This is an optimization exercise on Yosys and OpenROAD, whose aim is a short achievable clock period and few clock cycles, not a production implementation. Function was checked by simulation only, so behaviour that the tests miss may differ from the original. Power figures rest on the tool's default switching activity, not on a simulated workload.

<file path="config.mk">
export PLATFORM = sky130hd
export DESIGN_NAME = moldudp64_rx_top
export DESIGN_NICKNAME = moldudp64_rx_top
export VERILOG_FILES = /design/flow/design.v
export SDC_FILE = /design/flow/constraint.sdc
export NUM_CORES = 4
export LEC_CHECK = 0
export CAP_MARGIN = 20
export CORE_MARGIN = 2
export CORE_UTILIZATION = 40
export SETUP_SLACK_MARGIN = 3.5
export SLEW_MARGIN = 20
</file>
<file path="constraint.sdc">
create_clock -name core_clock -period 6.5 [get_ports {clk}]
set_input_delay 1.3000 -clock core_clock [delete_from_list [all_inputs] [get_ports {clk}]]
set_output_delay 1.3000 -clock core_clock [all_outputs]
set_load 0.01 [all_outputs]
</file>
<file path="design.v">
`default_nettype none
package mold_pkg;
	typedef struct packed {
		logic                    valid;
		logic                    last;
		logic [8-1:0] keep;
		logic [64-1:0] data;
	} axis_beat_t;
	typedef struct packed {
		logic [80-1:0] sid;
		logic [64-1:0] seq;
		logic [16-1:0]  msg_cnt;
	} mold_header_t;
	typedef struct packed {
		logic [4-1:0]  cnt;
		logic [64-1:0] data;
	} byte_push_t;
	typedef struct packed {
		logic                    valid;
		logic                    start;
		logic                    last;
		logic [8-1:0] mask;
		logic [64-1:0] data;
	} mold_word_t;
	typedef struct packed {
		logic [80-1:0] sid;
		logic [64-1:0] seq;
	} mold_id_t;
endpackage
`default_nettype wire
`timescale 1ns/1ps
`default_nettype none
module moldudp64_rx
(
	input  wire        clk,
	input  wire        nreset,
	input  mold_pkg::axis_beat_t udp_axis_i,
	output logic       udp_axis_tready_o,
	output mold_pkg::mold_word_t mold_msg_o,
	output mold_pkg::mold_id_t   mold_id_o
);
localparam int NB = 8;    
localparam int NP = 3;     
logic        tready_q;
logic        in_v_q;
logic        in_last_q;
logic [63:0] in_d_q;
always_ff @(posedge clk) begin
	if (!nreset)
		in_v_q <= 1'b0;
	else
		in_v_q <= udp_axis_i.valid & tready_q;
	in_d_q    <= udp_axis_i.data;
	in_last_q <= udp_axis_i.last;
end
assign udp_axis_tready_o = tready_q;
logic [1:0]  bidx_q;
logic [63:0] sid_hi_q;
logic [15:0] sid_lo_q;
logic [47:0] seq_hi_q;
logic [15:0] hdr_cnt;
logic        hdr_hb;
logic        push_b;
logic        push_p;
function automatic logic [7:0] in_byte(input logic [63:0] d, input int i);
	in_byte = d[8*i +: 8];
endfunction
assign hdr_cnt = {in_byte(in_d_q, 2), in_byte(in_d_q, 3)};
assign hdr_hb  = (hdr_cnt == 16'h0000) | (hdr_cnt == 16'hffff);
assign push_p  = in_v_q & (bidx_q == 2'd2) & ~hdr_hb;
assign push_b  = in_v_q & ((bidx_q == 2'd3) | ((bidx_q == 2'd2) & ~hdr_hb));
always_ff @(posedge clk) begin
	if (!nreset) begin
		bidx_q <= 2'd0;
	end else if (in_v_q) begin
		if (in_last_q)
			bidx_q <= 2'd0;
		else if (bidx_q != 2'd3)
			bidx_q <= bidx_q + 2'd1;
	end
end
always_ff @(posedge clk) begin
	if (in_v_q && bidx_q == 2'd0)
		for (int i = 0; i < 8; i++) sid_hi_q[8*(7-i) +: 8] <= in_byte(in_d_q, i);
	if (in_v_q && bidx_q == 2'd1) begin
		sid_lo_q <= {in_byte(in_d_q, 0), in_byte(in_d_q, 1)};
		for (int i = 0; i < 6; i++) seq_hi_q[8*(5-i) +: 8] <= in_byte(in_d_q, 2 + i);
	end
end
logic [79:0] pq_sid [NP];
logic [63:0] pq_seq [NP];
logic [15:0] pq_cnt [NP];
logic        pq_one [NP];
logic [NP-1:0] pt_q, pt_s, pt_n;
logic [NP-1:0] prd_q, pwr_q;    
logic        pop_p;
logic [79:0] ph_sid;
logic [63:0] ph_seq;
logic [15:0] ph_cnt;
logic        ph_one;
always_comb begin
	pt_s = pop_p ? (pt_q >> 1) : pt_q;
	for (int i = 0; i < NP; i++)
		pt_n[i] = pt_s[i] | (push_p & ((i == 0) ? 1'b1 : pt_s[i-1]));
end
always_ff @(posedge clk) begin
	for (int i = 0; i < NP; i++) begin
		if (pwr_q[i] && !pt_q[NP-1]) begin
			pq_sid[i] <= {sid_hi_q, sid_lo_q};
			pq_seq[i] <= {seq_hi_q, in_byte(in_d_q, 0), in_byte(in_d_q, 1)};
			pq_cnt[i] <= hdr_cnt;
			pq_one[i] <= (hdr_cnt == 16'd1);
		end
	end
end
always_comb begin
	ph_sid = '0;
	ph_seq = '0;
	ph_cnt = '0;
	ph_one = 1'b0;
	for (int i = 0; i < NP; i++) begin
		ph_sid = ph_sid | ({80{prd_q[i]}} & pq_sid[i]);
		ph_seq = ph_seq | ({64{prd_q[i]}} & pq_seq[i]);
		ph_cnt = ph_cnt | ({16{prd_q[i]}} & pq_cnt[i]);
		ph_one = ph_one | (prd_q[i] & pq_one[i]);
	end
end
logic [63:0]   ring [NB];
logic [NB-1:0] rd_q, wr_q;       
logic [NB-1:0] bt_q, bt_s, bt_n;
logic [1:0]    pop_b;
logic [63:0]   win_q [3];
logic [63:0]   cand [5];
always_comb begin
	bt_s = bt_q >> pop_b;
	for (int i = 0; i < NB; i++)
		bt_n[i] = bt_s[i] | (push_b & ((i == 0) ? 1'b1 : bt_s[i-1]));
end
always_ff @(posedge clk) begin
	for (int i = 0; i < NB; i++)
		if (wr_q[i] && !bt_q[NB-1])
			ring[i] <= in_d_q;
end
always_comb begin
	for (int m = 0; m < 5; m++) begin
		cand[m] = '0;
		for (int i = 0; i < NB; i++)
			cand[m] = cand[m] | ({64{rd_q[i]}} & ring[(i + m) % NB]);
		if ((m == 0) ? ~bt_q[0] : (bt_q[m-1] & ~bt_q[m]))
			cand[m] = in_d_q;
	end
end
always_ff @(posedge clk) begin
	for (int i = 0; i < 3; i++)
		win_q[i] <= pop_b[1] ? cand[i + 2] : pop_b[0] ? cand[i + 1] : cand[i];
end
always_ff @(posedge clk) begin
	if (!nreset) begin
		bt_q     <= '0;
		pt_q     <= '0;
		rd_q     <= NB'(1);
		wr_q     <= NB'(1);
		prd_q    <= NP'(1);
		pwr_q    <= NP'(1);
		tready_q <= 1'b1;
	end else begin
		bt_q     <= bt_n;
		pt_q     <= pt_n;
		if (pop_b[1])
			rd_q <= {rd_q[NB-3:0], rd_q[NB-1:NB-2]};
		else if (pop_b[0])
			rd_q <= {rd_q[NB-2:0], rd_q[NB-1]};
		if (push_b)
			wr_q <= {wr_q[NB-2:0], wr_q[NB-1]};
		if (pop_p)
			prd_q <= {prd_q[NP-2:0], prd_q[NP-1]};
		if (push_p)
			pwr_q <= {pwr_q[NP-2:0], pwr_q[NP-1]};
		tready_q <= ~bt_n[NB-2] & ~pt_n[NP-2];
	end
end
logic [191:0] win;
logic [2:0]   v;
logic [7:0]   wbyte [24];
assign win = {win_q[2], win_q[1], win_q[0]};
assign v   = bt_q[2:0];
always_comb for (int i = 0; i < 24; i++) wbyte[i] = win[8*i +: 8];
localparam int NPOS = 21;
logic        m_pkt_q, m_len_q, m_body_q, m_zero_q;
logic        m_pkt_n, m_len_n, m_body_n, m_zero_n;
logic [7:0]  o_q, o_n;
logic [15:0] e_q, e_n;
logic [15:0] rem_q, rem_n;
logic        last_q, last_n;
logic        first_q, first_n;
logic [7:0]  lmask_q, lmask_n;
logic [15:0] cnt_q, cnt_n;
logic        one_q, one_n;
logic [63:0] seq_q, seq_n;
logic [79:0] sid_q, sid_n;
localparam int PLAN_W = 14;
typedef logic [PLAN_W-1:0] plan_t;
plan_t plan_q, plan_n;
function automatic logic [2:0] oh3(input int i);
	oh3 = 3'b001 << i;
endfunction
function automatic logic [1:0] pop_oh(input int k);
	pop_oh = (k == 1) ? 2'b01 : (k == 2) ? 2'b10 : 2'b00;
endfunction
function automatic plan_t mk_plan(input logic go, input logic [2:0] need, input logic needp,
	input logic alt, input logic [2:0] fast, input logic fastp, input logic [1:0] pa,
	input logic [1:0] pb);
	mk_plan = {go, need, needp, alt, fast, fastp, pa, pb};
endfunction
function automatic plan_t plan_body(input int o, input int e, input logic last, input logic one);
	if (!last)
		plan_body = mk_plan(1'b0, oh3(o != 0 ? 1 : 0), 1'b0, 1'b0, 3'b000, 1'b0, 2'b01, 2'b01);
	else if (one)
		plan_body = mk_plan(1'b0, oh3(e > 8 ? 1 : 0), 1'b0, 1'b1, oh3(e > 8 ? 2 : 1), 1'b1,
			pop_oh(e > 8 ? 2 : 1), pop_oh(e > 8 ? 2 : 1));
	else
		plan_body = mk_plan(1'b0, oh3(e > 8 ? 1 : 0), 1'b0, 1'b1, oh3((e + 1) / 8), 1'b0,
			pop_oh((e + 2) / 8), pop_oh(e / 8));
endfunction
function automatic plan_t plan_len(input int o);
	plan_len = mk_plan(1'b0, oh3(o == 7 ? 1 : 0), 1'b0, 1'b0, 3'b000, 1'b0,
		pop_oh(o >= 6 ? 1 : 0), pop_oh(o >= 6 ? 1 : 0));
endfunction
function automatic plan_t plan_zero(input int o, input logic one);
	plan_zero = mk_plan(1'b1, 3'b000, 1'b0, 1'b0, 3'b000, 1'b0,
		pop_oh((one && o != 0) ? 1 : 0), pop_oh((one && o != 0) ? 1 : 0));
endfunction
function automatic plan_t plan_pkt();
	plan_pkt = mk_plan(1'b0, 3'b001, 1'b1, 1'b0, 3'b000, 1'b0, 2'b00, 2'b00);
endfunction
logic       pl_go, pl_needp, pl_alt, pl_fastp;
logic [2:0] pl_need, pl_fast;
logic [1:0] pl_pa, pl_pb;
assign {pl_go, pl_need, pl_needp, pl_alt, pl_fast, pl_fastp, pl_pa, pl_pb} = plan_q;
logic [15:0] r_l    [NPOS];
logic        r_z    [NPOS];
logic        r_le8  [NPOS];
logic [15:0] r_e    [NPOS];
logic [7:0]  r_mask [NPOS];
plan_t       r_p0   [NPOS];   
plan_t       r_p1   [NPOS];   
function automatic int last_cnt(input logic [2:0] l);
	last_cnt = (l == 3'd0) ? 8 : int'(l);
endfunction
always_comb begin
	for (int p = 0; p < NPOS; p++) begin
		r_l[p]   = {wbyte[p], wbyte[p + 1]};
		r_z[p]   = (r_l[p] == 16'd0);
		r_le8[p] = (r_l[p] <= 16'd8);
		r_e[p]   = 16'd1 << (((p + 2) % 8) + last_cnt(r_l[p][2:0]));
		for (int i = 0; i < 8; i++) r_mask[p][i] = (i < last_cnt(r_l[p][2:0]));
		if (r_z[p]) begin
			r_p0[p] = plan_zero((p + 2) % 8, 1'b0);
			r_p1[p] = plan_zero((p + 2) % 8, 1'b1);
		end else begin
			r_p0[p] = plan_body((p + 2) % 8, ((p + 2) % 8) + last_cnt(r_l[p][2:0]), r_le8[p], 1'b0);
			r_p1[p] = plan_body((p + 2) % 8, ((p + 2) % 8) + last_cnt(r_l[p][2:0]), r_le8[p], 1'b1);
		end
	end
end
logic        proceed, fast, emit, step, ldpkt, ld, ld_o, ld_e, ld_k;
logic        slow;
logic [1:0]  pop_1h;
logic        one_ld;
logic [NPOS-1:0] sel;
logic [15:0] s_l;
logic        s_z;
logic        s_le8;
logic [15:0] s_e;
logic [7:0]  s_mask;
plan_t       s_p0, s_p1;
assign proceed = pl_go | (|(pl_need & v) & (~pl_needp | pt_q[0]));
assign fast    = |(pl_fast & v) & (~pl_fastp | pt_q[0]);
assign slow    = pl_alt & ~fast;
assign pop_1h  = proceed ? (slow ? pl_pb : pl_pa) : 2'b00;
assign pop_b   = {pop_1h[1], pop_1h[0]};
assign pop_p   = ldpkt;
assign emit  = m_body_q & proceed;
assign step  = m_zero_q | (emit & last_q);
assign ld_o  = m_len_q & proceed;
assign ld_e  = emit & last_q & ~one_q & fast;
assign ld_k  = (m_pkt_q & proceed) | (emit & last_q & one_q & fast);
assign ldpkt = ld_k;
assign ld    = ld_o | ld_e | ld_k;
assign one_ld = m_pkt_q ? ph_one : (emit & last_q & one_q) ? ph_one : m_len_q ? one_q : (cnt_q == 16'd2);
always_comb begin
	for (int p = 0; p < NPOS; p++) begin
		sel[p] = (ld_o & (p < 8 ? o_q[p % 8] : 1'b0)) |
		         (ld_e & (p < 16 ? e_q[p % 16] : 1'b0)) |
		         (ld_k & ((p == 4) ? m_pkt_q :
		                  (p == 12) ? (~m_pkt_q & ~(|e_q[15:9])) :
		                  (p == 20) ? (~m_pkt_q & (|e_q[15:9])) : 1'b0));
	end
	s_l    = '0;
	s_z    = 1'b0;
	s_le8  = 1'b0;
	s_e    = '0;
	s_mask = '0;
	s_p0   = '0;
	s_p1   = '0;
	for (int p = 0; p < NPOS; p++) begin
		s_l    = s_l    | ({16{sel[p]}} & r_l[p]);
		s_z    = s_z    | (sel[p] & r_z[p]);
		s_le8  = s_le8  | (sel[p] & r_le8[p]);
		s_e    = s_e    | ({16{sel[p]}} & r_e[p]);
		s_mask = s_mask | ({8{sel[p]}} & r_mask[p]);
		s_p0   = s_p0   | ({PLAN_W{sel[p]}} & r_p0[p]);
		s_p1   = s_p1   | ({PLAN_W{sel[p]}} & r_p1[p]);
	end
end
always_comb begin
	m_pkt_n  = m_pkt_q;
	m_len_n  = m_len_q;
	m_body_n = m_body_q;
	m_zero_n = m_zero_q;
	o_n     = o_q;
	e_n     = e_q;
	rem_n   = rem_q;
	last_n  = last_q;
	first_n = first_q;
	lmask_n = lmask_q;
	cnt_n   = cnt_q;
	one_n   = one_q;
	seq_n   = seq_q;
	sid_n   = sid_q;
	plan_n  = plan_q;
	if (m_zero_q) begin
		m_zero_n = 1'b0;
		if (one_q) begin
			m_pkt_n = 1'b1;
			plan_n = plan_pkt();
		end else begin
			m_len_n = 1'b1;
			plan_n = '0;
			for (int i = 0; i < 8; i++) if (o_q[i]) plan_n = plan_len(i);
		end
	end
	if (emit) begin
		first_n = 1'b0;
		if (!last_q) begin
			rem_n  = rem_q - 16'd8;
			last_n = (rem_q <= 16'd16);
			plan_n = '0;
			for (int i = 0; i < 8; i++)
				for (int j = 1; j < 16; j++)
					if (o_q[i] && e_q[j]) plan_n = plan_n | plan_body(i, j, rem_q <= 16'd16, one_q);
		end else if (slow) begin
			m_body_n = 1'b0;
			if (one_q) begin
				m_pkt_n = 1'b1;
				plan_n  = plan_pkt();
			end else begin
				m_len_n = 1'b1;
				for (int i = 0; i < 8; i++) o_n[i] = e_q[i] | e_q[i + 8];
				plan_n = '0;
				for (int j = 1; j < 16; j++) if (e_q[j]) plan_n = plan_n | plan_len(j % 8);
			end
		end
	end
	if (step) begin
		seq_n = seq_q + 64'd1;
		cnt_n = cnt_q - 16'd1;
		one_n = (cnt_q == 16'd2);
	end
	if (ldpkt) begin
		sid_n = ph_sid;
		seq_n = ph_seq;
		cnt_n = ph_cnt;
		one_n = ph_one;
	end
	if (ld) begin
		for (int i = 0; i < 8; i++) begin
			o_n[i] = 1'b0;
			for (int p = 0; p < NPOS; p++)
				if ((p + 2) % 8 == i) o_n[i] = o_n[i] | sel[p];
		end
		e_n     = s_e;
		rem_n   = s_l;
		last_n  = s_le8;
		first_n = 1'b1;
		lmask_n = s_mask;
		plan_n  = one_ld ? s_p1 : s_p0;
		m_pkt_n  = 1'b0;
		m_len_n  = 1'b0;
		m_body_n = ~s_z;
		m_zero_n = s_z;
	end
end
always_ff @(posedge clk) begin
	if (!nreset) begin
		m_pkt_q  <= 1'b1;
		m_len_q  <= 1'b0;
		m_body_q <= 1'b0;
		m_zero_q <= 1'b0;
		plan_q   <= plan_pkt();
	end else begin
		m_pkt_q  <= m_pkt_n;
		m_len_q  <= m_len_n;
		m_body_q <= m_body_n;
		m_zero_q <= m_zero_n;
		plan_q   <= plan_n;
	end
	o_q     <= o_n;
	e_q     <= e_n;
	rem_q   <= rem_n;
	last_q  <= last_n;
	first_q <= first_n;
	lmask_q <= lmask_n;
	cnt_q   <= cnt_n;
	one_q   <= one_n;
	seq_q   <= seq_n;
	sid_q   <= sid_n;
end
logic [63:0] word;
always_comb begin
	word = '0;
	for (int i = 0; i < 8; i++)
		if (o_q[i])
			for (int j = 0; j < 8; j++) word[8*j +: 8] = word[8*j +: 8] | wbyte[i + j];
end
always_ff @(posedge clk) begin
	if (!nreset)
		mold_msg_o.valid <= 1'b0;
	else
		mold_msg_o.valid <= emit;
	mold_msg_o.start <= first_q;
	mold_msg_o.last  <= last_q;
	mold_msg_o.mask  <= last_q ? lmask_q : 8'hff;
	mold_msg_o.data  <= word;
	mold_id_o.sid    <= sid_q;
	mold_id_o.seq    <= seq_q;
end
endmodule
`default_nettype wire
`timescale 1ns/1ps
`default_nettype none
module moldudp64_rx_top
(
	input  wire        clk,
	input  wire        nreset,
	input  wire        s_tvalid,
	input  wire        s_tlast,
	input  wire [7:0]  s_tkeep,
	input  wire [63:0] s_tdata,
	output logic       s_tready,
	output logic       msg_valid,
	output logic       msg_start,
	output logic       msg_last,
	output logic [7:0] msg_mask,
	output logic [63:0] msg_data,
	output logic [79:0] msg_sid,
	output logic [63:0] msg_seq
);
mold_pkg::axis_beat_t beat;
mold_pkg::mold_word_t word;
mold_pkg::mold_id_t   id;
assign beat.valid = s_tvalid;
assign beat.last  = s_tlast;
assign beat.keep  = s_tkeep;
assign beat.data  = s_tdata;
moldudp64_rx u_rx (
	.clk              (clk),
	.nreset           (nreset),
	.udp_axis_i       (beat),
	.udp_axis_tready_o(s_tready),
	.mold_msg_o       (word),
	.mold_id_o        (id)
);
assign msg_valid = word.valid;
assign msg_start = word.start;
assign msg_last  = word.last;
assign msg_mask  = word.mask;
assign msg_data  = word.data;
assign msg_sid   = id.sid;
assign msg_seq   = id.seq;
endmodule
`default_nettype wire
</file>
<file path="run.sh">
#!/bin/bash
# synth_recipe.tcl (not shown) runs the flow's synth.tcl, then flattens the netlist and writes it again
# the make line also repeats each setting of config.mk as NAME=value (left out here)
make -C /OpenROAD-flow-scripts/flow DESIGN_CONFIG=/design/flow/config.mk WORK_HOME=/design/flow/orfs CLKGATE_MAP_FILE= SYNTH_SCRIPT=/design/flow/synth_recipe.tcl finish
</file>
==> out/results.tsv <==
metric	value	unit
status	no timing/DRC/antenna violations	
final hold viol count	0	
GP Congestion	1.03	
Syn Std Cell Area	85200	um2
via/cell ratio	6.96	
Max IR drop VDD	0.306	mV
IO Count	296	
multi-input logic area	34000	um2
post-layout util	0.478	
Synth Register Bits	1825	
Initial DRT Pass Iterations	10	
worst-skew pair later-pin latency	880	ps
clk root buf	clkbuf_16	
period utilisation layout	0.507	
vias in the first global route	68486	
CP Capture Type	register	
remaining antenna violation count	0	
Critical Path, Cell by Cell	buf_4, o21ai_1, nand2_1, a41oi_1, nor4b_4, nand4_1, nor4b_4, o211ai_1	
FILL cells	18936	
I/O Buffers	287	
hold buffer count at CTS	0	
synth warn	16	
FF-to-FF path depth	8	
WL per Instance	33.9	um
Remaining DRCs	0	
most frequent cells after synthesis	edfxtp_1 (1333), a22oi_1 (825), clkbuf_1 (667)	
Syn Inst Count	7488	
number of buffers created by CTS	188	
Area contributors post-synth	edfxtp_1 (47%), dfxtp_1 (12%), a22oi_1 (7.3%)	
Initial Util	0.402	
Setup-failing EPs final	0	
top-area cell type share of the netlist area	0.470	
Sw Share	0.220	
Reg clk slew, reported paths	60	ps
worst hold stages	0	
Die X	465	um
fin nets	7764	
worst min path class	register to register	
largest net degree at the start of global routing	154	
Hold Slack	338	ps
unrepaired setup endpoints after global routing	true	
Worst path slowest cell	dfxtp_1	
H-tree depth	4	
clock network fraction of total power	0.450	
placed cells	10077	
final wirelength	360000	um
Synth Flop Type	edfxtp_1	
clock sink total	1825	
via count	73961	
Unique masters post-synth	91	
most frequent cell after synthesis	edfxtp_1	
startpoint types	register	
Final min period	3300	ps
relative slew slack	0.236	
# Max-Cap Violations	0	
Mean Syn Cell Area	11.4	um2
register area	50000	um2
CP max stage delay	470	ps
Layout Skew	49.8	ps
CP top delay family	simple AND/OR/NAND/NOR gates	
DP Wirelength	225000	um
Sw Pwr	5.36	mW
Post-DP Area	91000	um2
static leakage	33.8	nW
Final Max Slew Viols	0	
Achievable Freq	303	MHz
grt total ovfl	0	
core area	212000	um2
Bufs on Longest Clock Path	3	
Comb power frac	0.028	
most frequent CP cell	nor4b_4	
die area	217000	um2
die height	465	um
Worst EP arrival	3820	ps
cell area power density	241	nW/um2
Total GRT Usage	0.318	
register area share after synthesis	0.586	
stages on the worst setup path	8	
row cnt	169	
ys async rst share	0	
initial antenna violation count	30	
share of cells above drive strength 1	0.144	
CTS tree	built	
first-pass GRT wire length	506000	um
fin area	101000	um2
Worst Path Buf+Inv	1	
Initial DRC Count	13364	
Int Pwr	19.0	mW
Crit Path Class	register to register	
non-filler cells, final	10621	
CP Max Fanout	14	
Flop pwr share	0.523	
Req. time, crit path	7020	ps
worst-margin pin slew	1150	ps
Post-synth EDFFs	1333	
cell taking the most area after synthesis	edfxtp_1	
Setup TNS	0	ps
Area Growth Syn to Fin	18.8	%
Syn Nets	7631	
==> cells by family after synthesis <==
family	count (synthesis)	synth area share
mux	36	0.00426
flops	1825	0.586
buf+inv	919	0.0410
simple gates	1641	0.0979
compound gates	2887	0.250
xor+xnor	111	0.0114
fa+ha+maj	69	0.0101
==> power by group through the flow <==
stage | Combinational [mW] | Sequential, mW | Clock [mW]
6_report | 0.672 | 12.7 | 11.0
5_1_grt | 0.702 | 12.7 | 11.6
4_1_cts | 0.649 | 12.7 | 11.1
3_5_place_dp | 0.638 | 13.0 | 0
3_3_place_gp | 0.636 | 13.0 | 0
2_1_floorplan | 0.267 | 12.9 | 0
==> flip-flops by register name, indices dropped and copies added, names as in the netlist, 8 cells and up <==
register and flops:
u_rx.mold_msg_o 75, u_rx.sid_q 80, u_rx.cnt_q 16, u_rx.seq_q 64, u_rx.rd_q 8, u_rx.pq_sid 240
u_rx.sid_lo_q 16, u_rx.wr_q 8, u_rx.in_d_q 64, u_rx.win_q 152, u_rx.mold_id_o 144, u_rx.o_q 8
u_rx.ring 512, u_rx.lmask_q 8, u_rx.pq_cnt 48, u_rx.seq_hi_q 48, u_rx.pq_seq 192, u_rx.rem_q 16
u_rx.e_q 16, u_rx.bt_q 8, u_rx.sid_hi_q 64, u_rx.plan_q 14
==> cell usage in the layout (no fill, tap or decap), types with 63 or more instances in the layout <==
cell type / synthesis / layout
nand3_1: 108 / 90
nor2_1: 439 / 415
dfxtp_1: 492 / 449
a22oi_1: 825 / 817
clkbuf_16: 0 / 197
edfxtp_1: 1333 / 1333
clkdlybuf4s50_1: 0 / 67
a31oi_1: 65 / 63
xnor2_1: 73 / 70
a221oi_1: 368 / 351
inv_1: 142 / 135
buf_4: 3 / 312
dlygate4sd2_1: 0 / 220
nand4_1: 367 / 367
a22o_1: 339 / 338
a211oi_1: 97 / 88
nand2_1: 293 / 284
a222oi_1: 192 / 192
a21oi_1: 298 / 283
o21ai_0: 446 / 431
nor3_1: 120 / 94
==> timing repair <==
action	CTS	global route
pin swaps	86	65
resized for setup	574	193
buffers inserted	100	55
setup endpoints to repair	669	189
gates cloned	14	3
==> final cells by class <==
class,instances,share of cell area
diodes,11,0.000272
clock buffers,259,0.0528
clock inverters,99,0.0103
inverters,144,0.00572
multi-input cells,4752,0.336
flip-flops and latches,1825,0.494
well taps,2821,0.0349
repair buffers,709,0.0659
repair inverters,1,0.0000742
==> per-layer routing <==
metal	part of all wire	GRT usage	wire length [um]
met5	0.000050	0	18
met1	0.39	0.422	139000
met3	0.11	0.0765	40900
met2	0.44	0.479	157000
met4	0.065	0.174	23500
==> metrics by stage <==
stage	total power, mW	setup slack, ps
after global routing	25.1	3170
final	24.4	3200
after global placement	13.6	2230
after CTS	24.5	3290
after floorplan	13.2	2650
after detailed placement	13.6	2280
==> final timing paths <==
| check | start | end | slack [ps] |
|---|---|---|---|
| setup / recovery | u_rx.win_q[1][16] | u_rx.lmask_q[3] | 3200 |
| hold / removal | u_rx.sid_q[6] | u_rx.mold_id_o[70] | 340 |
| setup reg to reg | u_rx.win_q[1][16] | u_rx.lmask_q[3] | 3200 |
| hold reg to reg | u_rx.sid_q[6] | u_rx.mold_id_o[70] | 340 |
Testbench counts, summed over its fixed seeds: cycles 14,978.

[afterwards: timing with drivers on the ports]
The results above use ideal ports. As a check the final layout listed here was re-extracted and re-timed, cells and wires unchanged.
Step 1: set_driving_cell puts a clkbuf_16 on clk and a buf_2 on each other input, an assumption about the parent block.
Step 2 also shifts input and output timing later by t, the mid clock arrival at the registers, as if the neighbouring blocks saw the same clock.
a / b / c = no drivers / after step 1 / after step 2; a / b = the first two.
t, ns: 0.935
slack for setup (ns): 3.204 / 3.204 / 2.762
slew at the worst register clock pin (ns): 0.07 / 0.07
After both steps setup and hold are still met in this run. For this run, drivers alone change the setup slack by 0.000 ns; drivers and shift together by -0.442 ns.
